Background: an optimization exercise with open tools, aiming at small area, a short achievable clock period and few clock cycles per item. Do not read the settings as production practice. RTL that was checked went through simulation tests only; none was proved equivalent to the original. Only the layout flow was run in runs 3 to 6; the RTL was not checked for function there. Power and IR drop assume default switching activity.

File: design.v
`timescale 1ns / 1ps
package wwr_pkg;
  localparam logic [7:0] CH_NL = 8'd10;
  localparam logic [7:0] CH_SP = 8'd32;
endpackage
`timescale 1ns / 1ps
import wwr_pkg::*;
module greedy_word_wrap_stream #(
  parameter int DEPTH = 61,
  parameter int QD    = 3
) (
  input  logic       clk,
  input  logic       rst,
  input  logic       cfg_write,
  input  logic [5:0] cfg_data,
  input  logic       push,
  output logic       full,
  input  logic [7:0] byte_value,
  input  logic       end_of_text,
  output logic       empty,
  input  logic       pop,
  output logic [7:0] out_byte,
  output logic       last_of_run,
  output logic       text_done,
  output logic       overlong_flag
);
  localparam int AW = $clog2(DEPTH);
  localparam int QW = $clog2(QD + 1);
  logic [5:0] wreg;
  logic [5:0] cfg_w;
  assign cfg_w = (cfg_data == 6'd63) ? 6'd62 : cfg_data;
  always_ff @(posedge clk) begin
    if (rst) begin
      wreg <= 6'd62;
    end else if (cfg_write) begin
      wreg <= cfg_w;
    end
  end
  logic       v0, v1;
  logic [7:0] b0, b1;
  logic       e0, e1;
  logic       k0, k1;    
  logic       n0, n1;    
  logic       proc;
  logic       accept;
  logic       free0;
  logic       in_blank, in_nl;
  assign full     = v1;
  assign accept   = push && !v1;
  assign free0    = !v0 || proc;
  assign in_blank = (byte_value == 8'd32) || ((byte_value >= 8'd9) && (byte_value <= 8'd13));
  assign in_nl    = (byte_value == 8'd10);
  always_ff @(posedge clk) begin
    if (rst) begin
      v0 <= 1'b0;
      v1 <= 1'b0;
    end else begin
      if (free0) v0 <= v1 || accept;
      v1 <= (v1 || accept) && !free0;
    end
  end
  always_ff @(posedge clk) begin
    if (free0) begin
      b0 <= v1 ? b1 : byte_value;
      e0 <= v1 ? e1 : end_of_text;
      k0 <= v1 ? k1 : in_blank;
      n0 <= v1 ? n1 : in_nl;
    end
    if (!v1) begin
      b1 <= byte_value;
      e1 <= end_of_text;
      k1 <= in_blank;
      n1 <= in_nl;
    end
  end
  logic [5:0] word_len;    
  logic [5:0] wleft;       
  logic [7:0] slack;
  logic       lnz;
  logic       in_word;
  logic       streaming;
  logic       prev_nl;
  logic       para;
  logic       blank, is_nl, wbyte;
  logic       p_nl, p_sp;
  logic       placing, pstart, hold, trig;
  logic [7:0] w_m1;
  assign blank   = !e0 && k0;
  assign is_nl   = n0;
  assign wbyte   = !e0 && !k0;
  assign w_m1    = {2'b00, wreg} - 8'd1;
  assign p_nl    = lnz && slack[7];
  assign p_sp    = lnz && !slack[7];
  assign placing = in_word && !streaming;
  assign pstart  = !in_word && para;
  assign hold    = !streaming && (wleft != 6'd0);
  assign trig    = !streaming && (wleft == 6'd0);
  logic       c_valid;
  logic [1:0] c_nl;
  logic       c_sp;
  logic [5:0] c_len;
  logic       c_done;
  logic       c_strm;
  always_comb begin
    c_valid = 1'b0;
    c_nl    = 2'd0;
    c_sp    = 1'b0;
    c_len   = 6'd0;
    c_done  = 1'b0;
    if (e0) begin
      c_valid = 1'b1;
      c_done  = 1'b1;
      if (placing) begin
        c_nl  = {1'b0, p_nl};
        c_sp  = p_sp;
        c_len = word_len;
      end
    end else if (blank) begin
      if (placing) begin
        c_valid = 1'b1;
        c_nl    = {1'b0, p_nl};
        c_sp    = p_sp;
        c_len   = word_len;
      end
    end else begin
      if (pstart) begin
        c_valid = 1'b1;
        c_nl    = 2'd2;
      end
      if (trig) begin
        c_valid = 1'b1;
        if (!pstart && lnz) c_nl = 2'd1;
        c_len = word_len + 6'd1;
      end
    end
  end
  assign c_strm = wbyte && trig;
  logic [QW-1:0] qc;
  logic          cv_r;
  logic          q_room, f_room;
  assign q_room = cv_r ? (qc < QW'(QD - 1)) : (qc < QW'(QD));
  logic          t_q;
  logic [AW:0]   s_cnt;
  logic          s_inc_r;
  assign proc   = v0 && (!c_valid || q_room) && (!wbyte || f_room)
                && (!c_strm || (!t_q && s_z && !s_inc_r));
  always_ff @(posedge clk) begin
    if (rst) begin
      word_len  <= 6'd0;
      wleft     <= 6'd62;
      slack     <= 8'd61;
      lnz       <= 1'b0;
      in_word   <= 1'b0;
      streaming <= 1'b0;
      prev_nl   <= 1'b0;
      para      <= 1'b0;
    end else if (cfg_write) begin
      wleft     <= cfg_w;
      slack     <= {2'b00, cfg_w} - 8'd1;
    end else if (proc) begin
      if (e0) begin
        word_len  <= 6'd0;
        wleft     <= wreg;
        slack     <= w_m1;
        lnz       <= 1'b0;
        in_word   <= 1'b0;
        streaming <= 1'b0;
        prev_nl   <= 1'b0;
        para      <= 1'b0;
      end else if (blank) begin
        if (in_word) begin
          if (!streaming) begin
            lnz   <= 1'b1;
            slack <= p_sp ? slack - 8'd1 : {2'b00, wleft} - 8'd1;
          end
          in_word   <= 1'b0;
          streaming <= 1'b0;
          word_len  <= 6'd0;
          wleft     <= wreg;
        end else if (prev_nl && is_nl) begin
          para  <= 1'b1;
          lnz   <= 1'b0;
          slack <= w_m1;
        end
        prev_nl <= is_nl;
      end else begin
        prev_nl <= 1'b0;
        in_word <= 1'b1;
        if (pstart) para <= 1'b0;
        if (hold) begin
          word_len <= word_len + 6'd1;
          wleft    <= wleft - 6'd1;
          slack    <= (pstart ? w_m1 : slack) - 8'd1;
          if (pstart) lnz <= 1'b0;
        end else begin
          streaming <= 1'b1;
          lnz       <= 1'b1;
          slack     <= 8'hff;
        end
      end
    end
  end
  logic [7:0]    mem [0:DEPTH-1];
  logic [AW-1:0] wp, rp;
  logic          ww, rw;
  logic          we;
  logic          f_ne;
  logic          fetch;
  logic          consume;
  logic [1:0]    pc;
  logic [7:0]    pf0, pf1;
  logic [7:0]    rdat;
  assign we     = proc && wbyte;
  assign f_room = !((wp == rp) && (ww != rw));
  assign f_ne   = !((wp == rp) && (ww == rw));
  assign fetch  = f_ne && !pc[1];
  assign rdat   = mem[rp];
  always_ff @(posedge clk) begin
    if (f_room) mem[wp] <= b0;
  end
  always_ff @(posedge clk) begin
    if (rst) begin
      wp <= '0;
      rp <= '0;
      ww <= 1'b0;
      rw <= 1'b0;
      pc <= 2'd0;
    end else begin
      if (we) begin
        if (wp == AW'(DEPTH - 1)) begin
          wp <= '0;
          ww <= !ww;
        end else begin
          wp <= wp + 1'b1;
        end
      end
      if (fetch) begin
        if (rp == AW'(DEPTH - 1)) begin
          rp <= '0;
          rw <= !rw;
        end else begin
          rp <= rp + 1'b1;
        end
      end
      if (fetch && !consume) pc <= pc + 2'd1;
      else if (consume && !fetch) pc <= pc - 2'd1;
    end
  end
  always_ff @(posedge clk) begin
    if (consume && pc[1]) begin
      pf0 <= pf1;
    end else if (fetch && (consume || pc == 2'd0)) begin
      pf0 <= rdat;
    end
    if (fetch && !consume && pc == 2'd1) begin
      pf1 <= rdat;
    end
  end
  localparam int CW = 11;
  localparam int PW = (QD > 1) ? $clog2(QD) : 1;
  logic [CW-1:0] cq [0:QD-1];
  logic [CW-1:0] cmd_r;
  logic [CW-1:0] q_head;
  logic [PW-1:0] q_wp, q_rp;
  logic          q_push, q_pop;
  logic [1:0]    c_pre;
  assign q_push = cv_r;
  assign q_head = cq[q_rp];
  assign c_pre  = c_sp ? 2'd1 : c_nl;
  always_ff @(posedge clk) begin
    cmd_r <= {c_pre, c_sp, c_len, c_done, c_strm};
    if (rst) begin
      cv_r <= 1'b0;
      qc   <= '0;
      q_wp <= '0;
      q_rp <= '0;
    end else begin
      cv_r <= proc && c_valid;
      if (q_push && !q_pop) qc <= qc + 1'b1;
      else if (q_pop && !q_push) qc <= qc - 1'b1;
      if (q_push) q_wp <= (q_wp == PW'(QD - 1)) ? '0 : q_wp + 1'b1;
      if (q_pop)  q_rp <= (q_rp == PW'(QD - 1)) ? '0 : q_rp + 1'b1;
    end
  end
  always_ff @(posedge clk) begin
    if (q_push) cq[q_wp] <= cmd_r;
  end
  logic [1:0] r_pre;
  logic       r_psp;
  logic [5:0] r_len;
  logic       r_lz, r_l1;
  logic       r_done;
  logic       r_strm;
  logic       r_ovl;
  logic       s_z, s_1;
  logic       act, e_pr, e_by, e_dn, e_st, emit, last, pend;
  logic       o_ready;
  logic       pf_ok;
  logic [7:0] e_byte;
  logic       s_inc, s_dec;
  assign pf_ok = (pc != 2'd0);
  assign e_pr  = (r_pre != 2'd0);
  assign act   = e_pr || !r_lz || r_done;
  assign e_by  = !e_pr && !r_lz;
  assign e_dn  = !e_pr && r_lz && r_done;
  assign e_st  = !act && r_strm && !t_q && !s_z;
  assign emit  = o_ready && (e_pr || e_dn || ((e_by || e_st) && pf_ok));
  assign consume = emit && (e_by || e_st);
  assign last  = e_dn || e_st
              || (e_by && r_l1 && !r_done)
              || (e_pr && r_pre == 2'd1 && r_lz && !r_done);
  assign s_inc = s_inc_r;
  assign s_dec = emit && e_st;
  assign pend  = (act && !(emit && last))
              || (r_strm && !t_q && !s_z && !(s_1 && s_dec));
  assign q_pop = (qc != '0) && !pend;
  assign e_byte = (e_by || e_st) ? pf0 : ((e_pr && r_psp) ? CH_SP : CH_NL);
  always_ff @(posedge clk) begin
    if (rst) begin
      r_pre  <= 2'd0;
      r_len  <= 6'd0;
      r_lz   <= 1'b1;
      r_l1   <= 1'b0;
      r_done <= 1'b0;
      r_strm <= 1'b0;
    end else if (q_pop) begin
      {r_pre, r_psp, r_len, r_done, r_strm} <= q_head;
      r_lz <= (q_head[7:2] == 6'd0);
      r_l1 <= (q_head[7:2] == 6'd1);
    end else if (emit) begin
      if (e_pr) r_pre <= r_pre - 2'd1;
      if (e_by) begin
        r_len <= r_len - 6'd1;
        r_lz  <= r_l1;
        r_l1  <= (r_len == 6'd2);
      end
      if (e_dn) r_done <= 1'b0;
    end
  end
  logic [AW:0] s_p1, s_m1;
  assign s_p1 = s_cnt + 1'b1;
  assign s_m1 = s_cnt - 1'b1;
  always_ff @(posedge clk) begin
    if (rst) begin
      s_cnt   <= '0;
      s_z     <= 1'b1;
      s_1     <= 1'b0;
      t_q     <= 1'b0;
      s_inc_r <= 1'b0;
    end else begin
      s_inc_r <= proc && wbyte && streaming;
      if (s_inc && !s_dec) begin
        s_cnt <= s_p1;
        s_z   <= 1'b0;
        s_1   <= s_z;
      end else if (s_dec && !s_inc) begin
        s_cnt <= s_m1;
        s_z   <= s_1;
        s_1   <= (s_cnt == (AW+1)'(2));
      end
      if (proc && c_strm) begin
        t_q <= 1'b1;
      end else if (q_pop && q_head[0]) begin
        t_q <= 1'b0;
      end
    end
  end
  always_ff @(posedge clk) begin
    if (rst) begin
      r_ovl <= 1'b0;
    end else if (q_pop && q_head[0]) begin
      r_ovl <= 1'b1;
    end
  end
  logic        ov, bv;
  logic [10:0] ob, bb;
  logic [10:0] e_word;
  logic        a_free;
  assign e_word  = {e_byte, last, e_dn, r_ovl};
  assign o_ready = !bv;
  assign a_free  = !ov || pop;
  always_ff @(posedge clk) begin
    if (rst) begin
      ov <= 1'b0;
      bv <= 1'b0;
    end else begin
      if (a_free) begin
        ov <= bv || emit;
        bv <= 1'b0;
      end else if (emit) begin
        bv <= 1'b1;
      end
    end
  end
  always_ff @(posedge clk) begin
    if (a_free) begin
      ob <= bv ? bb : e_word;
    end
    if (!bv) begin
      bb <= e_word;
    end
  end
  assign empty         = !ov;
  assign out_byte      = ob[10:3];
  assign last_of_run   = ob[2];
  assign text_done     = ob[1];
  assign overlong_flag = ob[0];
endmodule
File: run.sh
#!/bin/bash
# synth_recipe.tcl (not shown) runs the flow's synth.tcl, then flattens the netlist and writes it again
# the make line also repeats each setting of config.mk as NAME=value (left out here)
make -C /OpenROAD-flow-scripts/flow DESIGN_CONFIG=/design/flow/config.mk WORK_HOME=/design/flow/orfs CLKGATE_MAP_FILE= SYNTH_SCRIPT=/design/flow/synth_recipe.tcl finish
File: config.mk
export PLATFORM = sky130hd
export DESIGN_NAME = greedy_word_wrap_stream
export DESIGN_NICKNAME = greedy_word_wrap_stream
export VERILOG_FILES = /design/flow/design.v
export SDC_FILE = /design/flow/constraint.sdc
export NUM_CORES = 4
export LEC_CHECK = 0
export CAP_MARGIN = 20
export CORE_MARGIN = 2
export CORE_UTILIZATION = 40
export SETUP_SLACK_MARGIN = 4.5
export SLEW_MARGIN = 20
File: constraint.sdc
create_clock -name core_clock -period 6.0 [get_ports {clk}]
set_input_delay 1.2000 -clock core_clock [delete_from_list [all_inputs] [get_ports {clk}]]
set_output_delay 1.2000 -clock core_clock [all_outputs]
set_load 0.01 [all_outputs]
==> impl_metrics.ini, run 1 <==
[global_routing]
number_of_antenna_violations_at_the_first_check_in_global_routing = 0
grt_pass1_vias = 16600
first_pass_grt_wire_length_mm = 106
grt_overflow = 0
grt_max_degree = 62
grt_util_all_layers = 0.200

[die]
floorplan.initialDensity = 0.405
boundaryPins = 33
floorplan.core_area_sq_um = 68800
fp.dieArea_sq_um = 71900
placementRows = 96
die_x_microns = 268
dieHeight_microns = 268

[drt]
vias_per_cell = 5.60
detail-route-antenna-nets = 0
detailroute.wirelength.met3_mm = 3.97
drt_iter0_markers = 1510
dr.max_layer_used = met4
drtPass1Iterations = 7
drt_drc_violations_left = 0
avgRoutedWirePerCell_microns = 24.2
detailroute.wirelength.met2_mm = 35.7
totalWireLength_mm = 72.1
met1Wirelength_mm = 30.0
vias = 16700

[yosys]
synth_area_per_cell_sq_um = 16.2
synth.distinct_cells = 81
mappedNetlistNets = 1762
synth-edff-count = 560
ys_warn_count = 1
syn_area_sq_um = 27900
synth-main-ff-cell = sky130_fd_sc_hd__edfxtp_1
synth.yosys.seq_area_share = 0.691
synthArstFlopShare = 0
syn_inst = 1717
synth_seq_cells = 683

[critical_path]
cp_slowest_stage_delay_ns = 0.51
worst-r2r-cell-count = 8
critical-path-top-cell-by-count = sky130_fd_sc_hd__mux4_2
worst_path_dominant_cell_family = multiplexers
worst_path_max_delay_cell = sky130_fd_sc_hd__mux4_2
worst_setup_path_end_kind = flip-flop
worst_setup_path_start_kind = flip-flop
worstPathArrival_ns = 3.06
path_cells = buf_6, buf_12, buf_16, mux4_2, mux4_2, o22ai_2, a21oi_2, mux2_2
timing.critical_path.depth = 8
path_class = reg2reg
critical_path_peak_fanout = 6
timing.critical_path.buf_inv = 3
cp_data_required_time_ns = 6.37

[timing]
timing.final.crit_period_ns = 2.70
worst_pin_slew_ns = 0.902
worst_clk_skew_ns = 0.0174
final.setup.tns_ns = 0
timing.slew.headroom = 0.399
timing.hold.ws_ns = 0.443
report.final.setup_viol = 0
drv_slew = 0
final.period_utilization = 0.449
fmax_mhz = 371
finalHoldViolCount = 0
setup_repair_after_global_routing_missed_its_margin = yes

[final_layout]
fillers = 5249
proportion_of_layout_cells_with_a_drive_suffix_above_1 = 0.448
layout.cell_area.non_filler_sq_um = 36700
area_growth_syn_to_layout_pct = 31.5
final-instance-count-excl-fill = 2976
design.final.nets = 2041

[pwr]
power.leakage_nw = 11.9
power_density_nw_per_um2 = 352
ir_drop_mv = 0.234

[placement]
placedCellCount = 2606
dpl_cell_area_sq_um = 30000
port_buffers = 32
post-dp-hpwl_mm = 39.6
final_gp_congestion = 0.862

[clock_tree]
post_cts_hold_fix_bufs = 0
cts_buffer_depth = 3
path_clk_slew_ns = 0.06
cts_buffers = 71
insertion_delay_ns = 0.62
ctsHtreeMaxLevel = 3
cts.sink_count = 683
cts-root-buf = sky130_fd_sc_hd__clkbuf_16
tritoncts = done

[min_path]
min-delay-start = bb[3]
min_path_type = reg2reg
whs_path_depth = 2

[outcome]
result_of_the_run = no timing/DRC/antenna violations

[job]
max_cap_viol_count = 0
timing repair:
item | in CTS | in global routing
pin swaps | 157 | 81
cloned | 17 | 2
buffers inserted | 174 | 54
resized for setup | 418 | 113
setup endpoints to repair | 721 | 664
placed cells by master (no fill, tap or decap), types with 16 or more instances in the layout:
cell | Yosys | layout
sky130_fd_sc_hd__a21oi_1 | 72 | 37
sky130_fd_sc_hd__a21oi_2 | 2 | 34
sky130_fd_sc_hd__buf_12 | 0 | 54
sky130_fd_sc_hd__buf_4 | 2 | 121
sky130_fd_sc_hd__buf_6 | 9 | 67
sky130_fd_sc_hd__clkbuf_16 | 0 | 74
sky130_fd_sc_hd__dfxtp_1 | 123 | 84
sky130_fd_sc_hd__dfxtp_4 | 0 | 25
sky130_fd_sc_hd__edfxtp_1 | 560 | 560
sky130_fd_sc_hd__inv_1 | 40 | 27
sky130_fd_sc_hd__mux2i_1 | 41 | 38
sky130_fd_sc_hd__mux4_2 | 144 | 144
sky130_fd_sc_hd__nand2_1 | 71 | 54
sky130_fd_sc_hd__nand3_1 | 29 | 18
sky130_fd_sc_hd__nor2_1 | 128 | 59
sky130_fd_sc_hd__nor2_4 | 1 | 60
sky130_fd_sc_hd__nor3_4 | 0 | 17
sky130_fd_sc_hd__o21ai_0 | 68 | 32
sky130_fd_sc_hd__o21ai_1 | 10 | 16
sky130_fd_sc_hd__o21ai_2 | 0 | 27
sky130_fd_sc_hd__xor2_1 | 28 | 17
cell families after synthesis:
group	count (synthesis)	synth area share
multiplexers	206	0.139
flip-flops	683	0.691
AND/OR/NAND/NOR	370	0.0658
XOR/XNOR	44	0.0138
AO/OA/AOI/OAI	255	0.0567
buffers and inverters	134	0.0216
adder cells (fa/ha/maj)	25	0.0115
cell usage after synthesis, drive strengths merged, types with 5 or more instances:
master,count,area share
nand2b,12,0.0027
a22oi,12,0.0032
or2,7,0.0016
xnor2,16,0.0050
or3,14,0.0031
nand2,72,0.0098
o22ai,12,0.0027
nor3b,5,0.0013
o211ai,7,0.0019
ha,24,0.011
xor2,28,0.0088
nand4,9,0.0020
inv,41,0.0055
a21oi,74,0.014
or3b,6,0.0019
and3,6,0.0013
buf,46,0.0097
a211oi,7,0.0019
nor2b,9,0.0020
nor2,129,0.018
o21ai,78,0.014
mux2,21,0.0085
a31oi,15,0.0036
and2,5,0.0011
nand3b,5,0.0013
clkbuf,46,0.0062
nand3,29,0.0052
o31ai,10,0.0027
dfxtp,123,0.088
edfxtp,560,0.60
nor3,34,0.0063
mux2i,41,0.015
mux4,144,0.12
or4,9,0.0024
nor4,6,0.0018
layout make-up:
cell class                 count  area [sq um]  share of cell area
antenna                        1          2.50           0.0000682
inverter                      42           171             0.00467
sequential                   683         19400               0.529
clock buffer                  89          1910              0.0520
multi-input combinational    904         10200               0.279
clock inverter                32           283             0.00771
timing repair buffer         294          3530              0.0963
tap                          931          1160              0.0318
layer usage:
layer / GRT usage / vias up
li1: - / 7328
met1: 0.271 / 8633
met2: 0.327 / 567
met3: 0.0288 / 144
met4: 0.0758 / 0
met5: 0 / -
metrics by stage:
stage | util | setup WS, ns | total power, mW
finish | 0.533 | 3.30 | 12.9
global placement | 0.436 | 2.64 | 7.62
floorplan | - | 3.42 | 7.19
detailed placement | 0.436 | 2.58 | 7.66
global route | 0.533 | 3.24 | 13.4
CTS | 0.519 | 3.31 | 12.8
registers in the layout (all words and copies together) (netlist names), 6 cells and up, named ones only:
register and count:
b0 8, b1 8, bb 11, cmd_r 11, cq 33, mem 488, ob 11, pf0 8
pf1 8, r_len 6, rp 6, s_cnt 7, slack 8, wleft 6, word_len 6, wp 6
wreg 6
report_power, final:
part / switching (mW) / internal [mW] / total [mW]
Sequential: 0.173 / 5.38 / 5.56
Clock: 1.79 / 2.42 / 4.22
Combinational: 1.49 / 1.64 / 3.13
Total: 3.46 / 9.45 / 12.9
final timing paths:
kind	end	slack, ns
setup / recovery	pf0[7]	3.30
hold reg to reg	bb[3]	0.44
hold / removal	bb[3]	0.44
setup reg to reg	pf0[7]	3.30
tightest hold or removal path: stages (launching register included):
cell,delay [ns]
sky130_fd_sc_hd__dfxtp_1,0.30
sky130_fd_sc_hd__nand2_1,0.06
sky130_fd_sc_hd__o21ai_2,0.05
Testbench counts, summed over its fixed seeds: cycles 25,878, items 23,625.
==> run 2: changes to the inputs <==
--- a/config.mk
+++ b/config.mk
@@ -8,5 +8,5 @@
 export CAP_MARGIN = 20
 export CORE_MARGIN = 2
 export CORE_UTILIZATION = 40
-export SETUP_SLACK_MARGIN = 4.5
+export SETUP_SLACK_MARGIN = 3.5
 export SLEW_MARGIN = 20
==> impl_metrics.ini, run 2 <==
[outcome]
result_of_the_run = no timing/DRC/antenna violations

[die]
die_x_microns = 268
dieHeight_microns = 268
placementRows = 96
floorplan.initialDensity = 0.405
boundaryPins = 33
fp.dieArea_sq_um = 71900
floorplan.core_area_sq_um = 68800

[timing]
timing.final.crit_period_ns = 2.82
final.setup.tns_ns = 0
timing.hold.ws_ns = 0.452
setup_repair_after_global_routing_missed_its_margin = yes
fmax_mhz = 354
worst_pin_slew_ns = 1.03
timing.slew.headroom = 0.311
finalHoldViolCount = 0
final.period_utilization = 0.471
report.final.setup_viol = 0
worst_clk_skew_ns = 0.0299
drv_slew = 0

[pwr]
power_density_nw_per_um2 = 376
ir_drop_mv = 0.218
power.leakage_nw = 10.6

[final_layout]
fillers = 5688
area_growth_syn_to_layout_pct = 20.4
layout.cells.most_common = sky130_fd_sc_hd__edfxtp_1
final-instance-count-excl-fill = 2834
ant_diodes = 0
proportion_of_layout_cells_with_a_drive_suffix_above_1 = 0.308
design.final.nets = 1891
most-common-layout-cells = sky130_fd_sc_hd__edfxtp_1, sky130_fd_sc_hd__mux4_2, sky130_fd_sc_hd__dfxtp_1, sky130_fd_sc_hd__nor2_1
largest_register_ffs = 488
layout_top_registers = mem (488), cq (33)
largest-register = mem

[yosys]
synth.yosys.seq_area_share = 0.691
synth-edff-count = 560
synth_top_area_share = 0.603
synth_seq_cells = 683
post_synth_most_frequent_cells = sky130_fd_sc_hd__edfxtp_1, sky130_fd_sc_hd__mux4_2, sky130_fd_sc_hd__nor2_1, sky130_fd_sc_hd__dfxtp_1, sky130_fd_sc_hd__a21oi_1
post_synth_main_area_contributors = sky130_fd_sc_hd__edfxtp_1, sky130_fd_sc_hd__mux4_2, sky130_fd_sc_hd__dfxtp_1
synthArstFlopShare = 0
synthMostInstantiatedCell = sky130_fd_sc_hd__edfxtp_1
mappedNetlistNets = 1762
yosys.area.top_type = sky130_fd_sc_hd__edfxtp_1
synth-main-ff-cell = sky130_fd_sc_hd__edfxtp_1
syn_inst = 1717
synth.distinct_cells = 81
ys_warn_count = 1
syn_area_sq_um = 27900
synth_area_per_cell_sq_um = 16.2

[global_routing]
number_of_antenna_violations_at_the_first_check_in_global_routing = 1
first_pass_grt_wire_length_mm = 98.1
grt_pass1_vias = 15800
grt_max_degree = 62
grt_overflow = 0
grt_util_all_layers = 0.182

[drt]
vias_per_cell = 5.54
totalWireLength_mm = 64.6
avgRoutedWirePerCell_microns = 22.8
drt_iter0_markers = 1448
drt_drc_violations_left = 0
detail-route-antenna-nets = 0
drtPass1Iterations = 5
vias = 15700

[critical_path]
worstPathArrival_ns = 3.32
worst_path_max_delay_cell = sky130_fd_sc_hd__dfxtp_4
timing.critical_path.buf_inv = 2
cp_data_required_time_ns = 6.49
worst_setup_path_start_kind = flip-flop
path_class = reg2reg
worst_setup_path_end_kind = flip-flop
critical_path_peak_fanout = 4
cp_slowest_stage_delay_ns = 0.35
path_cells = inv_4, ha_4, nor3_4, nand4_1, ha_4, inv_8, ha_4, a21o_1, a21oi_2, o21bai_1, a21oi_1, mux2i_1, mux2_2
worst_path_dominant_cell_family = adder cells
critical-path-top-cell-by-count = sky130_fd_sc_hd__ha_4

[clock_tree]
cts.sink_count = 683
tritoncts = done
cts-root-buf = sky130_fd_sc_hd__clkbuf_16
ctsHtreeMaxLevel = 3
cts_buffers = 72
cts_buffer_depth = 3
insertion_delay_ns = 0.62
path_clk_slew_ns = 0.06

[job]
max_cap_viol_count = 0

[placement]
post-dp-hpwl_mm = 39.3
placedCellCount = 2617
final_gp_congestion = 0.878
port_buffers = 32

[min_path]
min_path_type = reg2reg
run 2: cell count changes in the layout (fill, tap and decap cells not counted), sizes merged, moves of 2 or more:
cell,before,now
buf,279,114
clkdlybuf4s50,1,18
bufinv,4,9
clkinvlp,2,7
clkinv,25,21
dlygate4sd2,3,7
bufbuf,3,0
clkdlybuf4s15,4,6
nand2,74,72
nand2b,14,12
run 2: worst register-to-register path, delay by kind of cell (launching register included):
kind            cells  cell delay [ns]
fa+ha+maj           3             0.64
mux                 2             0.59
compound gates      4             0.53
simple gates        2             0.46
flops               1             0.35
buf+inv             2             0.11
run 2: timing repair:
item / CTS / global route
pin swaps: 32 / 29
setup buffers: 51 / 30
resized for setup: 178 / 80
gates cloned: 2 / 2
hold buffers: 0 / 0
endpoints found under the setup margin: 533 / 308
run 2: worst paths after layout:
kind | start | to | slack (ns) | depth (start not counted)
worst max-delay path | pc[1] | s_cnt[6] | 3.18 | 13
worst min-delay path | cmd_r[2] | cq[2][2] | 0.45 | 0
worst max register to register | pc[1] | s_cnt[6] | 3.18 | 13
worst min register to register | cmd_r[2] | cq[2][2] | 0.45 | 0
run 2: cell type report:
class	instances	area, sq um	share of cell area
clock inverter	39	488	0.0145
multi-input combinational	901	8890	0.265
clock buffer	92	1940	0.0577
tap	931	1160	0.0347
sequential	683	19300	0.576
inverter	42	178	0.00529
timing repair buffer	146	1590	0.0474
run 2: cell families (layout without fill, tap and decap cells):
family,after synthesis,count (layout),synth area share
XOR/XNOR,44,44,0.0138
AND/OR/NAND/NOR,370,371,0.0658
flip-flops,683,683,0.691
adder cells (fa/ha/maj),25,25,0.0115
multiplexers,206,206,0.139
buffers and inverters,134,319,0.0216
AO/OA/AOI/OAI,255,255,0.0567
run 2: per-stage QoR:
step / total power [mW] / setup slack [ns] / utilization / cell area (sq um)
2_1_floorplan: 7.05 / 3.42 / - / 28000
3_3_place_gp: 7.59 / 2.32 / 0.425 / 29300
3_5_place_dp: 7.62 / 2.30 / 0.425 / 29300
4_1_cts: 12.6 / 3.11 / 0.479 / 33000
5_1_grt: 13.1 / 3.07 / 0.488 / 33600
6_report: 12.6 / 3.18 / 0.488 / 33600
run 2: where the power goes:
part / internal, mW / switching, mW
registers: 5.38 / 0.165
logic: 1.27 / 1.26
clock network: 2.70 / 1.86
run 2: per-layer routing:
layer	up-vias	share of wire	GRT usage
met4	2	0.022	0.0589
li1	7019	-	-
met5	-	0.00012	0
met2	415	0.49	0.291
met1	8177	0.44	0.252
met3	94	0.057	0.0350
==> run 3: changes to the inputs <==
--- a/design.v
+++ b/design.v
@@ -140,8 +140,8 @@
   logic          q_room, f_room;
   assign q_room = cv_r ? (qc < QW'(QD - 1)) : (qc < QW'(QD));
   logic          t_q;
-  logic [AW:0]   s_cnt;
   logic          s_inc_r;
+  logic          s_z, s_1;
   assign proc   = v0 && (!c_valid || q_room) && (!wbyte || f_room)
                 && (!c_strm || (!t_q && s_z && !s_inc_r));
   always_ff @(posedge clk) begin
@@ -154,10 +154,12 @@
       streaming <= 1'b0;
       prev_nl   <= 1'b0;
       para      <= 1'b0;
-    end else if (cfg_write) begin
-      wleft     <= cfg_w;
-      slack     <= {2'b00, cfg_w} - 8'd1;
-    end else if (proc) begin
+    end else begin
+      if (cfg_write) begin
+        wleft <= cfg_w;
+        slack <= {2'b00, cfg_w} - 8'd1;
+      end
+      if (proc) begin
       if (e0) begin
         word_len  <= 6'd0;
         wleft     <= wreg;
@@ -198,6 +200,7 @@
           slack     <= 8'hff;
         end
       end
+      end
     end
   end
   logic [7:0]    mem [0:DEPTH-1];
@@ -208,7 +211,6 @@
   logic          fetch;
   logic          consume;
   logic [1:0]    pc;
-  logic [7:0]    pf0, pf1;
   logic [7:0]    rdat;
   assign we     = proc && wbyte;
   assign f_room = !((wp == rp) && (ww != rw));
@@ -246,14 +248,20 @@
       else if (consume && !fetch) pc <= pc - 2'd1;
     end
   end
+  logic [7:0] pfe [0:1];
+  logic       pf_w, pf_r;
+  logic [7:0] pf_head;
+  assign pf_head = pfe[pf_r];
   always_ff @(posedge clk) begin
-    if (consume && pc[1]) begin
-      pf0 <= pf1;
-    end else if (fetch && (consume || pc == 2'd0)) begin
-      pf0 <= rdat;
-    end
-    if (fetch && !consume && pc == 2'd1) begin
-      pf1 <= rdat;
+    if (fetch) pfe[pf_w] <= rdat;
+  end
+  always_ff @(posedge clk) begin
+    if (rst) begin
+      pf_w <= 1'b0;
+      pf_r <= 1'b0;
+    end else begin
+      if (fetch) pf_w <= !pf_w;
+      if (consume) pf_r <= !pf_r;
     end
   end
   localparam int CW = 11;
@@ -288,75 +296,108 @@
   logic [1:0] r_pre;
   logic       r_psp;
   logic [5:0] r_len;
-  logic       r_lz, r_l1;
+  logic       r_l1;
   logic       r_done;
   logic       r_strm;
   logic       r_ovl;
-  logic       s_z, s_1;
-  logic       act, e_pr, e_by, e_dn, e_st, emit, last, pend;
-  logic       o_ready;
-  logic       pf_ok;
+  logic       k_pr, k_by, k_dn, k_last;
+  logic       act, e_st, emit, last, pend, pf_ok, o_ready;
   logic [7:0] e_byte;
   logic       s_inc, s_dec;
+  logic [AW:0] s_wr, s_rd, s_rd1;
+  assign s_z   = (s_wr == s_rd);
+  assign s_1   = (s_wr == s_rd1);
   assign pf_ok = (pc != 2'd0);
-  assign e_pr  = (r_pre != 2'd0);
-  assign act   = e_pr || !r_lz || r_done;
-  assign e_by  = !e_pr && !r_lz;
-  assign e_dn  = !e_pr && r_lz && r_done;
+  assign act   = k_pr || k_by || k_dn;
   assign e_st  = !act && r_strm && !t_q && !s_z;
-  assign emit  = o_ready && (e_pr || e_dn || ((e_by || e_st) && pf_ok));
-  assign consume = emit && (e_by || e_st);
-  assign last  = e_dn || e_st
-              || (e_by && r_l1 && !r_done)
-              || (e_pr && r_pre == 2'd1 && r_lz && !r_done);
+  assign emit  = o_ready && (k_pr || k_dn || ((k_by || e_st) && pf_ok));
+  assign consume = emit && (k_by || e_st);
+  assign last  = k_last || e_st;
   assign s_inc = s_inc_r;
   assign s_dec = emit && e_st;
-  assign pend  = (act && !(emit && last))
+  assign pend  = (act && !(emit && k_last))
               || (r_strm && !t_q && !s_z && !(s_1 && s_dec));
   assign q_pop = (qc != '0) && !pend;
-  assign e_byte = (e_by || e_st) ? pf0 : ((e_pr && r_psp) ? CH_SP : CH_NL);
+  assign e_byte = (k_by || e_st) ? pf_head : ((k_pr && r_psp) ? CH_SP : CH_NL);
+  logic [1:0] h_pre;
+  logic [5:0] h_len;
+  logic       h_done, h_lz, h_l1;
+  logic       h_pr, h_by, h_dn, h_last;
+  assign h_pre  = q_head[10:9];
+  assign h_len  = q_head[7:2];
+  assign h_done = q_head[1];
+  assign h_lz   = (h_len == 6'd0);
+  assign h_l1   = (h_len == 6'd1);
+  assign h_pr   = (h_pre != 2'd0);
+  assign h_by   = (h_pre == 2'd0) && !h_lz;
+  assign h_dn   = (h_pre == 2'd0) && h_lz && h_done;
+  assign h_last = ((h_pre == 2'd1) && h_lz && !h_done)
+               || ((h_pre == 2'd0) && h_l1 && !h_done)
+               || h_dn;
+  logic       n_pr, n_by, n_dn, n_last;
+  logic       nb_l1, nb_last;
+  always_comb begin
+    n_pr   = (r_pre == 2'd2);
+    n_by   = (r_pre == 2'd1) && (r_len != 6'd0);
+    n_dn   = (r_pre == 2'd1) && (r_len == 6'd0) && r_done;
+    n_last = ((r_pre == 2'd2) && (r_len == 6'd0) && !r_done)
+          || ((r_pre == 2'd1) && r_l1 && !r_done)
+          || ((r_pre == 2'd1) && (r_len == 6'd0) && r_done);
+  end
+  assign nb_l1   = (r_len == 6'd2);
+  assign nb_last = (nb_l1 && !r_done) || (r_l1 && r_done);
   always_ff @(posedge clk) begin
     if (rst) begin
       r_pre  <= 2'd0;
       r_len  <= 6'd0;
-      r_lz   <= 1'b1;
-      r_l1   <= 1'b0;
       r_done <= 1'b0;
       r_strm <= 1'b0;
+      k_pr   <= 1'b0;
+      k_by   <= 1'b0;
+      k_dn   <= 1'b0;
+      k_last <= 1'b0;
     end else if (q_pop) begin
       {r_pre, r_psp, r_len, r_done, r_strm} <= q_head;
-      r_lz <= (q_head[7:2] == 6'd0);
-      r_l1 <= (q_head[7:2] == 6'd1);
+      r_l1   <= h_l1;
+      k_pr   <= h_pr;
+      k_by   <= h_by;
+      k_dn   <= h_dn;
+      k_last <= h_last;
     end else if (emit) begin
-      if (e_pr) r_pre <= r_pre - 2'd1;
-      if (e_by) begin
-        r_len <= r_len - 6'd1;
-        r_lz  <= r_l1;
-        r_l1  <= (r_len == 6'd2);
+      if (k_pr) begin
+        r_pre  <= r_pre - 2'd1;
+        k_pr   <= n_pr;
+        k_by   <= n_by;
+        k_dn   <= n_dn;
+        k_last <= n_last;
+      end
+      if (k_by) begin
+        r_len  <= r_len - 6'd1;
+        r_l1   <= nb_l1;
+        k_by   <= !r_l1;
+        k_dn   <= r_l1 && r_done;
+        k_last <= nb_last;
+      end
+      if (k_dn) begin
+        r_done <= 1'b0;
+        k_dn   <= 1'b0;
+        k_last <= 1'b0;
       end
-      if (e_dn) r_done <= 1'b0;
     end
   end
-  logic [AW:0] s_p1, s_m1;
-  assign s_p1 = s_cnt + 1'b1;
-  assign s_m1 = s_cnt - 1'b1;
   always_ff @(posedge clk) begin
     if (rst) begin
-      s_cnt   <= '0;
-      s_z     <= 1'b1;
-      s_1     <= 1'b0;
+      s_wr    <= '0;
+      s_rd    <= '0;
+      s_rd1   <= (AW+1)'(1);
       t_q     <= 1'b0;
       s_inc_r <= 1'b0;
     end else begin
       s_inc_r <= proc && wbyte && streaming;
-      if (s_inc && !s_dec) begin
-        s_cnt <= s_p1;
-        s_z   <= 1'b0;
-        s_1   <= s_z;
-      end else if (s_dec && !s_inc) begin
-        s_cnt <= s_m1;
-        s_z   <= s_1;
-        s_1   <= (s_cnt == (AW+1)'(2));
+      if (s_inc) s_wr <= s_wr + 1'b1;
+      if (s_dec) begin
+        s_rd  <= s_rd1;
+        s_rd1 <= s_rd1 + 1'b1;
       end
       if (proc && c_strm) begin
         t_q <= 1'b1;
@@ -376,7 +417,7 @@
   logic [10:0] ob, bb;
   logic [10:0] e_word;
   logic        a_free;
-  assign e_word  = {e_byte, last, e_dn, r_ovl};
+  assign e_word  = {e_byte, last, k_dn, r_ovl};
   assign o_ready = !bv;
   assign a_free  = !ov || pop;
   always_ff @(posedge clk) begin
==> impl_metrics.ini, run 3 <==
[outcome]
result_of_the_run = no timing/DRC/antenna violations

[drt]
vias_per_cell = 5.63
detail-route-antenna-nets = 0
drtPass1Iterations = 6
totalWireLength_mm = 69.8
vias = 16000
drt_drc_violations_left = 0
drt_iter0_markers = 1444
avgRoutedWirePerCell_microns = 24.5

[global_routing]
grt_overflow = 0
grt_util_all_layers = 0.190
grt_max_degree = 77
grt_pass1_vias = 16200
first_pass_grt_wire_length_mm = 104
number_of_antenna_violations_at_the_first_check_in_global_routing = 0

[min_path]
min-delay-start = cmd_r[7]
min_path_type = reg2reg
worst_hold_path.endpoint = cq[1][7]
whs_path_depth = 0

[clock_tree]
cts-root-buf = sky130_fd_sc_hd__clkbuf_16
path_clk_slew_ns = 0.06
ctsHtreeMaxLevel = 3
cts.sink_count = 701
cts_buffer_depth = 3
cts_buffers = 74
tritoncts = done
insertion_delay_ns = 0.63

[yosys]
synthArstFlopShare = 0
mappedNetlistNets = 1795
synth_top_area_share = 0.592
post_synth_main_area_contributors = sky130_fd_sc_hd__edfxtp_1, sky130_fd_sc_hd__mux4_2, sky130_fd_sc_hd__dfxtp_1
synth.distinct_cells = 66
synth-main-ff-cell = sky130_fd_sc_hd__edfxtp_1
synthMostInstantiatedCell = sky130_fd_sc_hd__edfxtp_1
ys_warn_count = 1
syn_inst = 1756
syn_area_sq_um = 28500
synth_area_per_cell_sq_um = 16.2
synth.yosys.seq_area_share = 0.690
post_synth_most_frequent_cells = sky130_fd_sc_hd__edfxtp_1, sky130_fd_sc_hd__nor2_1, sky130_fd_sc_hd__mux4_2, sky130_fd_sc_hd__dfxtp_1, sky130_fd_sc_hd__nand2_1
synth-edff-count = 561
synth_seq_cells = 701
yosys.area.top_type = sky130_fd_sc_hd__edfxtp_1

[placement]
place_ws_ns = 2.44
port_buffers = 32
final_gp_congestion = 0.871
dpl_cell_area_sq_um = 29800
post-dp-hpwl_mm = 40.8
placedCellCount = 2655

[job]
max_cap_viol_count = 0

[timing]
drv_slew = 0
timing.final.crit_period_ns = 2.66
timing.hold.ws_ns = 0.455
final.period_utilization = 0.443
worst_clk_skew_ns = 0.0344
fmax_mhz = 377
timing.slew.headroom = 0.341
finalHoldViolCount = 0
report.final.setup_viol = 0
worst_pin_slew_ns = 0.985
fin_ws_ns = 3.34
final.setup.tns_ns = 0
setup_repair_after_global_routing_missed_its_margin = yes

[critical_path]
regToRegSetupSlack_ns = 3.34
worst_path_dominant_cell_family = multiplexers
worst_setup_path_end_kind = flip-flop
worst_setup_path_start_kind = flip-flop
cp_data_required_time_ns = 6.35
path_cells = buf_12, buf_12, buf_16, mux4_2, mux4_2, mux4_2
reg2reg_to = pfe[1][7]
timing.critical_path.buf_inv = 3
worst-r2r-cell-count = 6
critical_path_peak_fanout = 8
path_class = reg2reg
worst_path_max_delay_cell = sky130_fd_sc_hd__mux4_2
timing.critical_path.depth = 6
worstPathArrival_ns = 3.00
cp_slowest_stage_delay_ns = 0.56
critical-path-top-cell-by-count = sky130_fd_sc_hd__mux4_2

[final_layout]
final-instance-count-excl-fill = 2850
design.final.nets = 1892
largest_register_ffs = 488
ant_diodes = 0
layout.cell_area.non_filler_sq_um = 33900
area_growth_syn_to_layout_pct = 19.3
post-route-util = 0.483
layout.cells.most_common = sky130_fd_sc_hd__edfxtp_1
proportion_of_layout_cells_with_a_drive_suffix_above_1 = 0.268
layout_top_registers = mem (488), cq (33), pfe (16)
most-common-layout-cells = sky130_fd_sc_hd__edfxtp_1, sky130_fd_sc_hd__mux4_2, sky130_fd_sc_hd__dfxtp_1, sky130_fd_sc_hd__nor2_1, sky130_fd_sc_hd__nand2_1
largest-register = mem

[die]
floorplan.initialDensity = 0.405
placementRows = 97
floorplan.core_area_sq_um = 70300
dieHeight_microns = 271
fp.dieArea_sq_um = 73300
die_x_microns = 271
boundaryPins = 33

[pwr]
power_density_nw_per_um2 = 362
report.power.total_mw = 12.3
ir_drop_mv = 0.260
power.leakage_nw = 10.8
## run 3: worst max-delay path by stage
stage | end | slack, ns
final | pfe[1][7] | 3.34
after detailed placement | pfe[0][7] | 2.44
after global placement | pfe[0][7] | 2.47
after global routing | pfe[0][0] | 3.30
after floorplan | slack[4] | 3.30
after CTS | pfe[0][6] | 3.31
## run 3: repair_timing
item,CTS,global route
hold buffers,0,0
endpoints found under the setup margin,571,161
cloned,9,7
buffers inserted,28,18
resized for setup,228,50
pin swaps,12,14
hold endpoints to repair,0,0
## run 3: layout make-up
| class | count | area [sq um] |
|---|---|---|
| inverters | 28 | 105 |
| well taps | 940 | 1180 |
| flip-flops and latches | 701 | 19700 |
| clock inverters | 41 | 319 |
| clock buffers | 92 | 2010 |
| repair buffers | 115 | 1470 |
| multi-input cells | 933 | 9170 |
| fillers | 5800 | 36300 |
## run 3: metal layers
layer	GRT usage	share of wire
met1	0.256	0.42
met2	0.315	0.49
met3	0.0327	0.063
met4	0.0574	0.026
met5	0	0
## run 3: kinds of logic after synthesis
logic type                 count (synthesis)  synth area share
xor gates and xnor gates                  72            0.0222
and+or+nand+nor                          405            0.0659
adders and majority gates                 19           0.00835
muxes                                    211             0.145
buffers and inverters                    123            0.0169
DFF                                      701             0.690
AOI/OAI and AO/OA                        225            0.0511
## run 3: report_power, final
group          switching (mW)  total [mW]  leakage (nW)  internal, mW
clock network            1.88        4.40          1.15          2.52
registers               0.168        5.68          6.25          5.52
logic                    1.13        2.20          3.35          1.07
total                    3.18        12.3          10.8          9.11
==> run 4: changes to the inputs <==
--- a/design.v
+++ b/design.v
@@ -27,13 +27,16 @@
   localparam int AW = $clog2(DEPTH);
   localparam int QW = $clog2(QD + 1);
   logic [5:0] wreg;
+  logic       cfg_d;
   logic [5:0] cfg_w;
   assign cfg_w = (cfg_data == 6'd63) ? 6'd62 : cfg_data;
   always_ff @(posedge clk) begin
     if (rst) begin
-      wreg <= 6'd62;
-    end else if (cfg_write) begin
-      wreg <= cfg_w;
+      wreg  <= 6'd62;
+      cfg_d <= 1'b0;
+    end else begin
+      cfg_d <= cfg_write;
+      if (cfg_write) wreg <= cfg_w;
     end
   end
   logic       v0, v1;
@@ -155,9 +158,9 @@
       prev_nl   <= 1'b0;
       para      <= 1'b0;
     end else begin
-      if (cfg_write) begin
-        wleft <= cfg_w;
-        slack <= {2'b00, cfg_w} - 8'd1;
+      if (cfg_d) begin
+        wleft <= wreg;
+        slack <= w_m1;
       end
       if (proc) begin
       if (e0) begin
@@ -215,7 +218,9 @@
   assign we     = proc && wbyte;
   assign f_room = !((wp == rp) && (ww != rw));
   assign f_ne   = !((wp == rp) && (ww == rw));
-  assign fetch  = f_ne && !pc[1];
+  logic          rd_v;
+  logic [7:0]    rd_r;
+  assign fetch  = f_ne && ((pc == 2'd0) || (pc == 2'd1 && !rd_v) || consume);
   assign rdat   = mem[rp];
   always_ff @(posedge clk) begin
     if (f_room) mem[wp] <= b0;
@@ -244,8 +249,8 @@
           rp <= rp + 1'b1;
         end
       end
-      if (fetch && !consume) pc <= pc + 2'd1;
-      else if (consume && !fetch) pc <= pc - 2'd1;
+      if (rd_v && !consume) pc <= pc + 2'd1;
+      else if (consume && !rd_v) pc <= pc - 2'd1;
     end
   end
   logic [7:0] pfe [0:1];
@@ -253,14 +258,17 @@
   logic [7:0] pf_head;
   assign pf_head = pfe[pf_r];
   always_ff @(posedge clk) begin
-    if (fetch) pfe[pf_w] <= rdat;
+    rd_r <= rdat;
+    if (rd_v) pfe[pf_w] <= rd_r;
   end
   always_ff @(posedge clk) begin
     if (rst) begin
       pf_w <= 1'b0;
       pf_r <= 1'b0;
+      rd_v <= 1'b0;
     end else begin
-      if (fetch) pf_w <= !pf_w;
+      rd_v <= fetch;
+      if (rd_v) pf_w <= !pf_w;
       if (consume) pf_r <= !pf_r;
     end
   end
==> impl_metrics.ini, run 4 <==
[pwr]
swShare = 0.273
power.share.clock = 0.341
report.power.total_mw = 13.0
switching_power_mw = 3.54
ir_drop_mv = 0.299
power.leakage_nw = 10.8
intPower_mw = 9.43
seq_power_share = 0.448
power_density_nw_per_um2 = 378
comb_pwr_share = 0.212

[placement]
final_gp_congestion = 0.871
placedCellCount = 2710
port_buffers = 32
post-dp-hpwl_mm = 41.1
place_ws_ns = 2.35
dpl_cell_area_sq_um = 30300

[outcome]
result_of_the_run = no timing/DRC/antenna violations

[critical_path]
worst_path_max_delay_cell = sky130_fd_sc_hd__mux4_2
timing.critical_path.buf_inv = 2
cp_slowest_stage_delay_ns = 0.56
path_class = reg2reg
path_cells = buf_8, buf_16, mux4_2, mux4_2, mux4_2
worst_path_dominant_cell_family = multiplexers
cp_data_required_time_ns = 6.49
critical-path-top-cell-by-count = sky130_fd_sc_hd__mux4_2
worst_setup_path_start_kind = flip-flop
critical_path_peak_fanout = 7
worstPathArrival_ns = 3.02
worst_setup_path_end_kind = flip-flop

[yosys]
post_synth_most_frequent_cells = sky130_fd_sc_hd__edfxtp_1, sky130_fd_sc_hd__mux4_2, sky130_fd_sc_hd__nor2_1, sky130_fd_sc_hd__dfxtp_1, sky130_fd_sc_hd__nand2_1
ys_warn_count = 1
synth_seq_cells = 705
synthArstFlopShare = 0
synth_top_area_share = 0.580
synth.yosys.seq_area_share = 0.679
post_synth_main_area_contributors = sky130_fd_sc_hd__edfxtp_1, sky130_fd_sc_hd__mux4_2, sky130_fd_sc_hd__dfxtp_1
synthMostInstantiatedCell = sky130_fd_sc_hd__edfxtp_1
syn_area_sq_um = 29100
synth.distinct_cells = 76
synth-edff-count = 561
syn_inst = 1811
synth_area_per_cell_sq_um = 16.0
mappedNetlistNets = 1852
yosys.area.top_type = sky130_fd_sc_hd__edfxtp_1
synth-main-ff-cell = sky130_fd_sc_hd__edfxtp_1

[global_routing]
grt_pass1_vias = 16700
grt_util_all_layers = 0.192
grt_max_degree = 62
number_of_antenna_violations_at_the_first_check_in_global_routing = 0
grt_overflow = 0
first_pass_grt_wire_length_mm = 107

[die]
die_x_microns = 274
floorplan.core_area_sq_um = 71700
floorplan.initialDensity = 0.405
placementRows = 98
fp.dieArea_sq_um = 74800
dieHeight_microns = 274
boundaryPins = 33

[final_layout]
proportion_of_layout_cells_with_a_drive_suffix_above_1 = 0.255
layout_top_registers = mem (488), cq (33), pfe (16)
layout.cell_area.non_filler_sq_um = 34300
area_growth_syn_to_layout_pct = 18.0
layout.cells.most_common = sky130_fd_sc_hd__edfxtp_1
post-route-util = 0.478
design.final.nets = 1938
largest_register_ffs = 488
ant_diodes = 0
largest-register = mem
most-common-layout-cells = sky130_fd_sc_hd__edfxtp_1, sky130_fd_sc_hd__mux4_2, sky130_fd_sc_hd__dfxtp_1, sky130_fd_sc_hd__nand2_1, sky130_fd_sc_hd__nor2_1
final-instance-count-excl-fill = 2901

[timing]
final.setup.tns_ns = 0
worst_clk_skew_ns = 0.0377
fin_ws_ns = 3.47
timing.slew.headroom = 0.342
final.period_utilization = 0.422
report.final.setup_viol = 0
fmax_mhz = 395
timing.final.crit_period_ns = 2.53
drv_slew = 0
worst_pin_slew_ns = 0.984
finalHoldViolCount = 0
setup_repair_after_global_routing_missed_its_margin = yes
timing.hold.ws_ns = 0.455

[min_path]
min_path_type = reg2reg

[drt]
drt_drc_violations_left = 0
avgRoutedWirePerCell_microns = 24.8
vias_per_cell = 5.72
totalWireLength_mm = 72.0
drtPass1Iterations = 5
drt_iter0_markers = 1609
detail-route-antenna-nets = 0
vias = 16600

[clock_tree]
cts.sink_count = 705
cts-root-buf = sky130_fd_sc_hd__clkbuf_16
cts_buffer_depth = 3
cts_buffers = 73
ctsHtreeMaxLevel = 3
tritoncts = done
insertion_delay_ns = 0.62
path_clk_slew_ns = 0.06
post_cts_hold_fix_bufs = 0

[job]
max_cap_viol_count = 0
-- run 4: cell type report --
class / instances / area (sq um)
timing repair buffer: 113 / 1440
clock buffer: 95 / 2000
sequential: 705 / 19800
inverter: 31 / 116
clock inverter: 34 / 325
tap: 950 / 1190
fill: 5979 / 37400
multi-input combinational: 973 / 9450
-- run 4: repair_timing --
item / in CTS / in global routing
pin swaps: 9 / 10
buffers inserted: 35 / 11
hold endpoints to repair: 0 / 0
setup endpoints to repair: 608 / 440
cloned: 10 / 6
gates resized for setup: 198 / 43
-- run 4: worst paths after layout --
path	from	end	slack [ns]	cells past startpoint
min reg2reg	bb[8]	bb[8]	0.45	1
min	bb[8]	bb[8]	0.45	1
max	rp[0]	rd_r[1]	3.47	5
max reg2reg	rp[0]	rd_r[1]	3.47	5
-- run 4: logic make-up (layout without fill, tap and decap cells) --
| family | after synthesis | after routing | synth area share |
|---|---|---|---|
| AOI/OAI and AO/OA | 245 | 246 | 0.0557 |
| adders and majority gates | 21 | 21 | 0.00904 |
| buffers and inverters | 134 | 273 | 0.0198 |
| xor gates and xnor gates | 60 | 60 | 0.0181 |
| muxes | 226 | 226 | 0.148 |
| DFF | 705 | 705 | 0.679 |
| and+or+nand+nor | 420 | 420 | 0.0710 |
-- run 4: layer usage --
metal	global-route usage	up-vias	part of all wire
li1	-	7313	-
met2	0.319	554	0.50
met5	0	-	0
met1	0.258	8594	0.42
met4	0.0620	0	0.029
met3	0.0311	125	0.053
-- run 4: power groups by stage --
stage	Sequential, mW	Clock (mW)	Combinational (mW)
4_1_cts	5.80	4.51	2.61
6_report	5.81	4.42	2.75
2_1_floorplan	5.83	0	1.60
3_5_place_dp	5.98	0	2.13
5_1_grt	5.84	4.70	2.94
3_3_place_gp	5.97	0	2.10
==> run 5: changes to the inputs <==
--- a/config.mk
+++ b/config.mk
@@ -8,5 +8,8 @@
 export CAP_MARGIN = 20
 export CORE_MARGIN = 2
 export CORE_UTILIZATION = 40
+export CTS_BUF_LIST = sky130_fd_sc_hd__clkbuf_16
+export CTS_CLUSTER_DIAMETER = 100
+export CTS_CLUSTER_SIZE = 20
 export SETUP_SLACK_MARGIN = 3.5
 export SLEW_MARGIN = 20
==> impl_metrics.ini, run 5 <==
[outcome]
result_of_the_run = no timing/DRC/antenna violations

[timing]
final.setup.tns_ns = 0
fmax_mhz = 386
report.final.setup_viol = 0
worst_pin_slew_ns = 1.05
worst_clk_skew_ns = 0.0332
final.period_utilization = 0.432
fin_ws_ns = 3.41
finalHoldViolCount = 0
timing.final.crit_period_ns = 2.59
drv_slew = 0
timing.slew.headroom = 0.301
setup_repair_after_global_routing_missed_its_margin = yes

[drt]
vias_per_cell = 5.73
drt_drc_violations_left = 0
totalWireLength_mm = 70.8
vias = 16400
drtPass1Iterations = 5
avgRoutedWirePerCell_microns = 24.7
detail-route-antenna-nets = 0
drt_iter0_markers = 1554

[critical_path]
timing.critical_path.buf_inv = 3
regToRegSetupSlack_ns = 3.41
path_cells = buf_12, buf_12, buf_16, mux4_2, mux4_2, mux4_2
worstPathArrival_ns = 3.07
path_class = reg2reg
worst_setup_path_end_kind = flip-flop
cp_data_required_time_ns = 6.47
critical_path_peak_fanout = 6
cp_slowest_stage_delay_ns = 0.58
worst_path_dominant_cell_family = multiplexers
critical-path-top-cell-by-count = sky130_fd_sc_hd__mux4_2
r2r_start = rp[0]
reg2reg_to = rd_r[1]
worst_path_max_delay_cell = sky130_fd_sc_hd__mux4_2
worst-r2r-cell-count = 6
worst_setup_path_start_kind = flip-flop

[final_layout]
largest-register = mem
largest_register_ffs = 488
layout.cell_area.non_filler_sq_um = 33400
layout.cells.most_common = sky130_fd_sc_hd__edfxtp_1
ant_diodes = 0
most-common-layout-cells = sky130_fd_sc_hd__edfxtp_1, sky130_fd_sc_hd__mux4_2, sky130_fd_sc_hd__dfxtp_1, sky130_fd_sc_hd__nand2_1, sky130_fd_sc_hd__nor2_1
proportion_of_layout_cells_with_a_drive_suffix_above_1 = 0.241
area_growth_syn_to_layout_pct = 15.0
fillers = 6061
design.final.nets = 1925
layout_top_registers = mem (488), cq (33), pfe (16)

[clock_tree]
tritoncts = done
cts.sink_count = 705
ctsHtreeMaxLevel = 2
cts-root-buf = sky130_fd_sc_hd__clkbuf_16
insertion_delay_ns = 0.62
cts_buffer_depth = 3
cts_buffers = 41
path_clk_slew_ns = 0.09

[yosys]
synth.yosys.seq_area_share = 0.679
post_synth_main_area_contributors = sky130_fd_sc_hd__edfxtp_1, sky130_fd_sc_hd__mux4_2, sky130_fd_sc_hd__dfxtp_1
syn_inst = 1811
ys_warn_count = 1
synth_seq_cells = 705
syn_area_sq_um = 29100
synthArstFlopShare = 0
synth_area_per_cell_sq_um = 16.0
synth-edff-count = 561
synth_top_area_share = 0.580
synth.distinct_cells = 76
synth-main-ff-cell = sky130_fd_sc_hd__edfxtp_1
post_synth_most_frequent_cells = sky130_fd_sc_hd__edfxtp_1, sky130_fd_sc_hd__mux4_2, sky130_fd_sc_hd__nor2_1, sky130_fd_sc_hd__dfxtp_1, sky130_fd_sc_hd__nand2_1
synthMostInstantiatedCell = sky130_fd_sc_hd__edfxtp_1
mappedNetlistNets = 1852
yosys.area.top_type = sky130_fd_sc_hd__edfxtp_1

[job]
max_cap_viol_count = 0

[global_routing]
grt_pass1_vias = 16400
grt_max_degree = 62
number_of_antenna_violations_at_the_first_check_in_global_routing = 0
first_pass_grt_wire_length_mm = 106
grt_overflow = 0
grt_util_all_layers = 0.188

[placement]
dpl_cell_area_sq_um = 30300
final_gp_congestion = 0.871
place_ws_ns = 2.35
post-dp-hpwl_mm = 41.1
port_buffers = 32

[pwr]
ir_drop_mv = 0.222
report.power.total_mw = 11.4
power_density_nw_per_um2 = 341
power.leakage_nw = 10.4

[die]
dieHeight_microns = 274
placementRows = 98
die_x_microns = 274
boundaryPins = 33
floorplan.initialDensity = 0.405
fp.dieArea_sq_um = 74800
floorplan.core_area_sq_um = 71700

[min_path]
min_path_type = reg2reg
worst_hold_path.endpoint = cq[1][0]
min-delay-start = cmd_r[0]
whs_path_depth = 0
run 5: changes by cell type in the layout (fill, tap and decap cells not counted), sizes merged:
cell / before / now
inv: 35 / 63
clkinv: 24 / 2
o41ai: 4 / 3
clkbuf: 100 / 43
dlygate4sd2: 5 / 3
buf: 77 / 102
bufinv: 4 / 0
clkinvlp: 2 / 0
run 5: power breakdown:
part           total [mW]  switching (mW)  internal [mW]
combinational        2.74            1.41           1.32
clock                2.86            1.58           1.27
sequential           5.80           0.232           5.57
run 5: cells by family (layout without fill, tap and decap cells):
logic type	Yosys count	in the layout	synth area share
xor gates and xnor gates	60	60	0.0181
adders and majority gates	21	21	0.00904
and+or+nand+nor	420	420	0.0710
AOI/OAI and AO/OA	245	245	0.0557
muxes	226	226	0.148
DFF	705	705	0.679
buffers and inverters	134	239	0.0198
run 5: cell type report:
cell class | instances | area [sq um] | share of cell area
clock inverters | 34 | 193 | 0.00577
well taps | 950 | 1190 | 0.0356
flip-flops and latches | 705 | 19800 | 0.592
inverters | 31 | 116 | 0.00348
multi-input cells | 972 | 9480 | 0.284
repair buffers | 133 | 1640 | 0.0492
clock buffers | 41 | 1030 | 0.0307
run 5: stage by stage:
step	hold slack, ns	utilization	cells
2_1_floorplan	0.346	-	1811
3_3_place_gp	0.437	0.422	2710
3_5_place_dp	0.439	0.422	2710
4_1_cts	0.459	0.457	2830
5_1_grt	0.477	0.466	2866
6_report	0.457	0.466	2866
run 5: worst max-delay path by stage:
stage,from,end,cells past startpoint
global placement,bv,qc[1],9
CTS,s_wr[0],qc[1],9
floorplan,s_wr[2],qc[1],10
global route,s_wr[2],qc[1],10
finish,rp[0],rd_r[1],6
detailed placement,bv,qc[1],9
run 5: routing by layer:
metal	wire, microns	GRT usage	vias up
li1	-	-	7242
met1	29700	0.257	8525
met2	35500	0.320	570
met3	4000	0.0262	91
met4	1560	0.0466	0
met5	0	0	-
run 5: timing repair:
item / 4_1_cts / 5_1_grt
buffers inserted: 35 / 34
hold buffers: 0 / 0
gates resized for setup: 200 / 59
cloned: 10 / 2
endpoints found under the setup margin: 608 / 419
pin swaps: 11 / 25
==> run 6: changes to the inputs <==
--- a/config.mk
+++ b/config.mk
@@ -11,5 +11,5 @@
 export CTS_BUF_LIST = sky130_fd_sc_hd__clkbuf_16
 export CTS_CLUSTER_DIAMETER = 100
 export CTS_CLUSTER_SIZE = 20
-export SETUP_SLACK_MARGIN = 3.5
+export SETUP_SLACK_MARGIN = 4.0
 export SLEW_MARGIN = 20
==> impl_metrics.ini, run 6 <==
[yosys]
yosys.area_share.simple = 0.0710
synth_seq_cells = 705
synth-edff-count = 561
synth.yosys.seq_area_share = 0.679
syn_inst = 1811
mappedNetlistNets = 1852
synthArstFlopShare = 0
synthMuxAreaShare = 0.148
synth-main-ff-cell = sky130_fd_sc_hd__edfxtp_1
synthMostInstantiatedCell = sky130_fd_sc_hd__edfxtp_1
largest_family_of_logic_cells_by_synthesized_area = multiplexers
post_synth_xor_area_fraction = 0.0181
yosys.area.top_type = sky130_fd_sc_hd__edfxtp_1
synth_area_per_cell_sq_um = 16.0
synth_top_area_share = 0.580
synth.distinct_cells = 76
synth_compound_area_frac = 0.0557
ys_warn_count = 1
yosys.area_share.adder = 0.00904
post_synth_most_frequent_cells = sky130_fd_sc_hd__edfxtp_1, sky130_fd_sc_hd__mux4_2, sky130_fd_sc_hd__nor2_1, sky130_fd_sc_hd__dfxtp_1, sky130_fd_sc_hd__nand2_1
post_synth_main_area_contributors = sky130_fd_sc_hd__edfxtp_1, sky130_fd_sc_hd__mux4_2, sky130_fd_sc_hd__dfxtp_1
syn_area_sq_um = 29100

[critical_path]
cp_slowest_stage_delay_ns = 0.57
path_class = reg2reg
worst_setup_path_end_kind = flip-flop
worst_setup_path_start_kind = flip-flop
cp_data_required_time_ns = 6.45
path_cells = buf_4, buf_12, buf_16, mux4_2, mux4_2, mux4_2
worst_path_max_delay_cell = sky130_fd_sc_hd__mux4_2
critical-path-top-cell-by-count = sky130_fd_sc_hd__mux4_2
worstPathArrival_ns = 3.03
worst-r2r-cell-count = 6
critical_path_peak_fanout = 8

[pwr]
report.power.total_mw = 12.1
ir_drop_mv = 0.254
power_density_nw_per_um2 = 331
power.leakage_nw = 11.8

[die]
dieHeight_microns = 274
boundaryPins = 33
fp.dieArea_sq_um = 74800
floorplan.core_area_sq_um = 71700
placementRows = 98
die_x_microns = 274
floorplan.initialDensity = 0.405

[placement]
dpl_cell_area_sq_um = 30500
place_ws_ns = 2.43
placedCellCount = 2710
post-dp-hpwl_mm = 40.9
final_gp_congestion = 0.889
port_buffers = 32

[timing]
fmax_mhz = 388
drv_slew = 0
worst_clk_skew_ns = 0.0225
timing.final.crit_period_ns = 2.58
report.final.setup_viol = 0
setup_repair_after_global_routing_missed_its_margin = yes
timing.hold.ws_ns = 0.457
final.period_utilization = 0.429
fin_ws_ns = 3.42
timing.slew.headroom = 0.324
finalHoldViolCount = 0
final.setup.tns_ns = 0
worst_pin_slew_ns = 1.01

[drt]
vias_per_cell = 5.77
detail-route-antenna-nets = 0
avgRoutedWirePerCell_microns = 24.8
totalWireLength_mm = 75.3
drt_drc_violations_left = 0
drt_iter0_markers = 1685
vias = 17500
drtPass1Iterations = 7

[final_layout]
fillers = 5616
final-instance-count-excl-fill = 3038
largest_register_ffs = 488
layout.cell_area.non_filler_sq_um = 36600
post-route-util = 0.510
ant_diodes = 0
largest-register = mem
layout_top_registers = mem (488), cq (33), pfe (16)
seqCellArea_sq_um = 19800
area_growth_syn_to_layout_pct = 25.9
multi_input_area_sq_um = 10500
layout.cells.most_common = sky130_fd_sc_hd__edfxtp_1
proportion_of_layout_cells_with_a_drive_suffix_above_1 = 0.378
design.final.nets = 2096
most-common-layout-cells = sky130_fd_sc_hd__edfxtp_1, sky130_fd_sc_hd__mux4_2, sky130_fd_sc_hd__dfxtp_1, sky130_fd_sc_hd__buf_4, sky130_fd_sc_hd__buf_6

[clock_tree]
path_clk_slew_ns = 0.09
insertion_delay_ns = 0.59
cts.sink_count = 705
post_cts_hold_fix_bufs = 0
tritoncts = done
ctsHtreeMaxLevel = 2
cts_buffers = 41
cts_buffer_depth = 3
cts-root-buf = sky130_fd_sc_hd__clkbuf_16

[min_path]
whs_path_depth = 2
min_path_type = reg2reg

[job]
max_cap_viol_count = 0

[global_routing]
grt_util_all_layers = 0.198
first_pass_grt_wire_length_mm = 111
grt_pass1_vias = 17200
number_of_antenna_violations_at_the_first_check_in_global_routing = 0
grt_overflow = 0
grt_max_degree = 67

[outcome]
result_of_the_run = no timing/DRC/antenna violations
-- run 6: cell count changes in the layout (fill, tap and decap cells not counted), sizes merged --
cell and change:
clkinv -1, buf +176, dlymetal6s2s +3, clkbuf +1
bufbuf +1, nand3 +2, clkdlybuf4s50 -3, inv -1
nand2 +1, and3 +1, dlygate4sd2 -3, clkdlybuf4s15 -7
clkinvlp +2
-- run 6: cell type report --
cell class	count	share of cell area
Timing Repair Buffer	299	0.102
Timing Repair inverter	1	0.000137
Inverter	31	0.00342
Clock buffer	43	0.0294
Clock inverter	33	0.00376
Sequential cell	705	0.542
Tap cell	950	0.0325
Multi-Input combinational cell	976	0.287
-- run 6: metal layers --
metal | GRT usage | vias up | share of wire
met4 | 0.0590 | 0 | 0.035
li1 | - | 7601 | -
met1 | 0.270 | 9114 | 0.41
met2 | 0.329 | 675 | 0.49
met5 | 0 | - | 0
met3 | 0.0266 | 131 | 0.062
-- run 6: final timing paths --
kind | start | to | slack (ns)
hold reg to reg | bb[6] | bb[6] | 0.46
hold / removal | bb[6] | bb[6] | 0.46
setup / recovery | rp[0] | rd_r[5] | 3.42
setup reg to reg | rp[0] | rd_r[5] | 3.42
-- run 6: repair_timing --
action                                 4_1_cts  5_1_grt
buffers inserted                           169       63
setup endpoints to repair                  623      631
gates resized for setup                    402      164
gates cloned                                17        3
endpoints found under the hold margin        0        0
pin swaps                                  110       94
-- run 6: report_power, final --
part           switching, mW  leakage, nW  total [mW]  internal [mW]
Clock                   1.55        0.703        2.86           1.31
Sequential             0.219         6.31        5.79           5.57
Combinational           1.71         4.77        3.45           1.74
Total                   3.48         11.8        12.1           8.62
-- run 6: logic make-up after synthesis --
| family | after synthesis |
|---|---|
| AO/OA/AOI/OAI | 245 |
| XOR/XNOR | 60 |
| adder cells (fa/ha/maj) | 21 |
| buffers and inverters | 134 |
| flip-flops | 705 |
| multiplexers | 226 |
| AND/OR/NAND/NOR | 420 |
-- run 6: worst max-delay path: cells and delay by family, from the launching register on --
| family | cells | cell delay [ns] |
|---|---|---|
| muxes | 3 | 1.66 |
| buffers and inverters | 3 | 0.39 |
| DFF | 1 | 0.37 |

[static timing again, ports no longer ideal]
Ports are ideal in the flow. The routed layouts listed here were re-timed in OpenROAD. Step 1 (the two cells are an assumption about what drives the block):
set clk [get_ports {clk}]
set_driving_cell -lib_cell sky130_fd_sc_hd__clkbuf_16 $clk
set_driving_cell -lib_cell sky130_fd_sc_hd__buf_2 [delete_from_list [all_inputs] $clk]
Step 2, shift: input delay + t, output delay - t, t = (earliest + latest rising clock arrival at the registers) / 2. This alone moves slack from input paths to output paths. Slacks: ideal ports / drivers / drivers and shift; pairs: ideal ports / drivers.
| run | t, ns | slack for setup (ns) | hold slack, ns | clock arrival spread, ns | worst register clock-pin slew, ns |
|---|---|---|---|---|---|
| run 1 | 0.668 | 3.303 / 3.303 / 3.273 | 0.443 / 0.443 / 0.443 | 0.018 / 0.018 | 0.06 / 0.06 |
| run 2 | 0.671 | 3.176 / 3.176 / 2.969 | 0.452 / 0.452 / 0.452 | 0.030 / 0.030 | 0.07 / 0.07 |
| run 3 | 0.673 | 3.344 / 3.344 / 2.974 | 0.455 / 0.455 / 0.455 | 0.039 / 0.039 | 0.06 / 0.06 |
| run 4 | 0.669 | 3.467 / 3.467 / 2.983 | 0.455 / 0.455 / 0.455 | 0.038 / 0.038 | 0.06 / 0.06 |
| run 5 | 0.663 | 3.407 / 3.407 / 2.984 | 0.457 / 0.457 / 0.457 | 0.041 / 0.041 | 0.09 / 0.09 |
| run 6 | 0.645 | 3.425 / 3.425 / 3.300 | 0.457 / 0.457 / 0.457 | 0.024 / 0.024 | 0.09 / 0.09 |
After both steps every run listed still meets setup and hold. The setup slack of run 4, which loses most, moves by 0.000 ns with the drivers and by -0.484 ns with both steps.
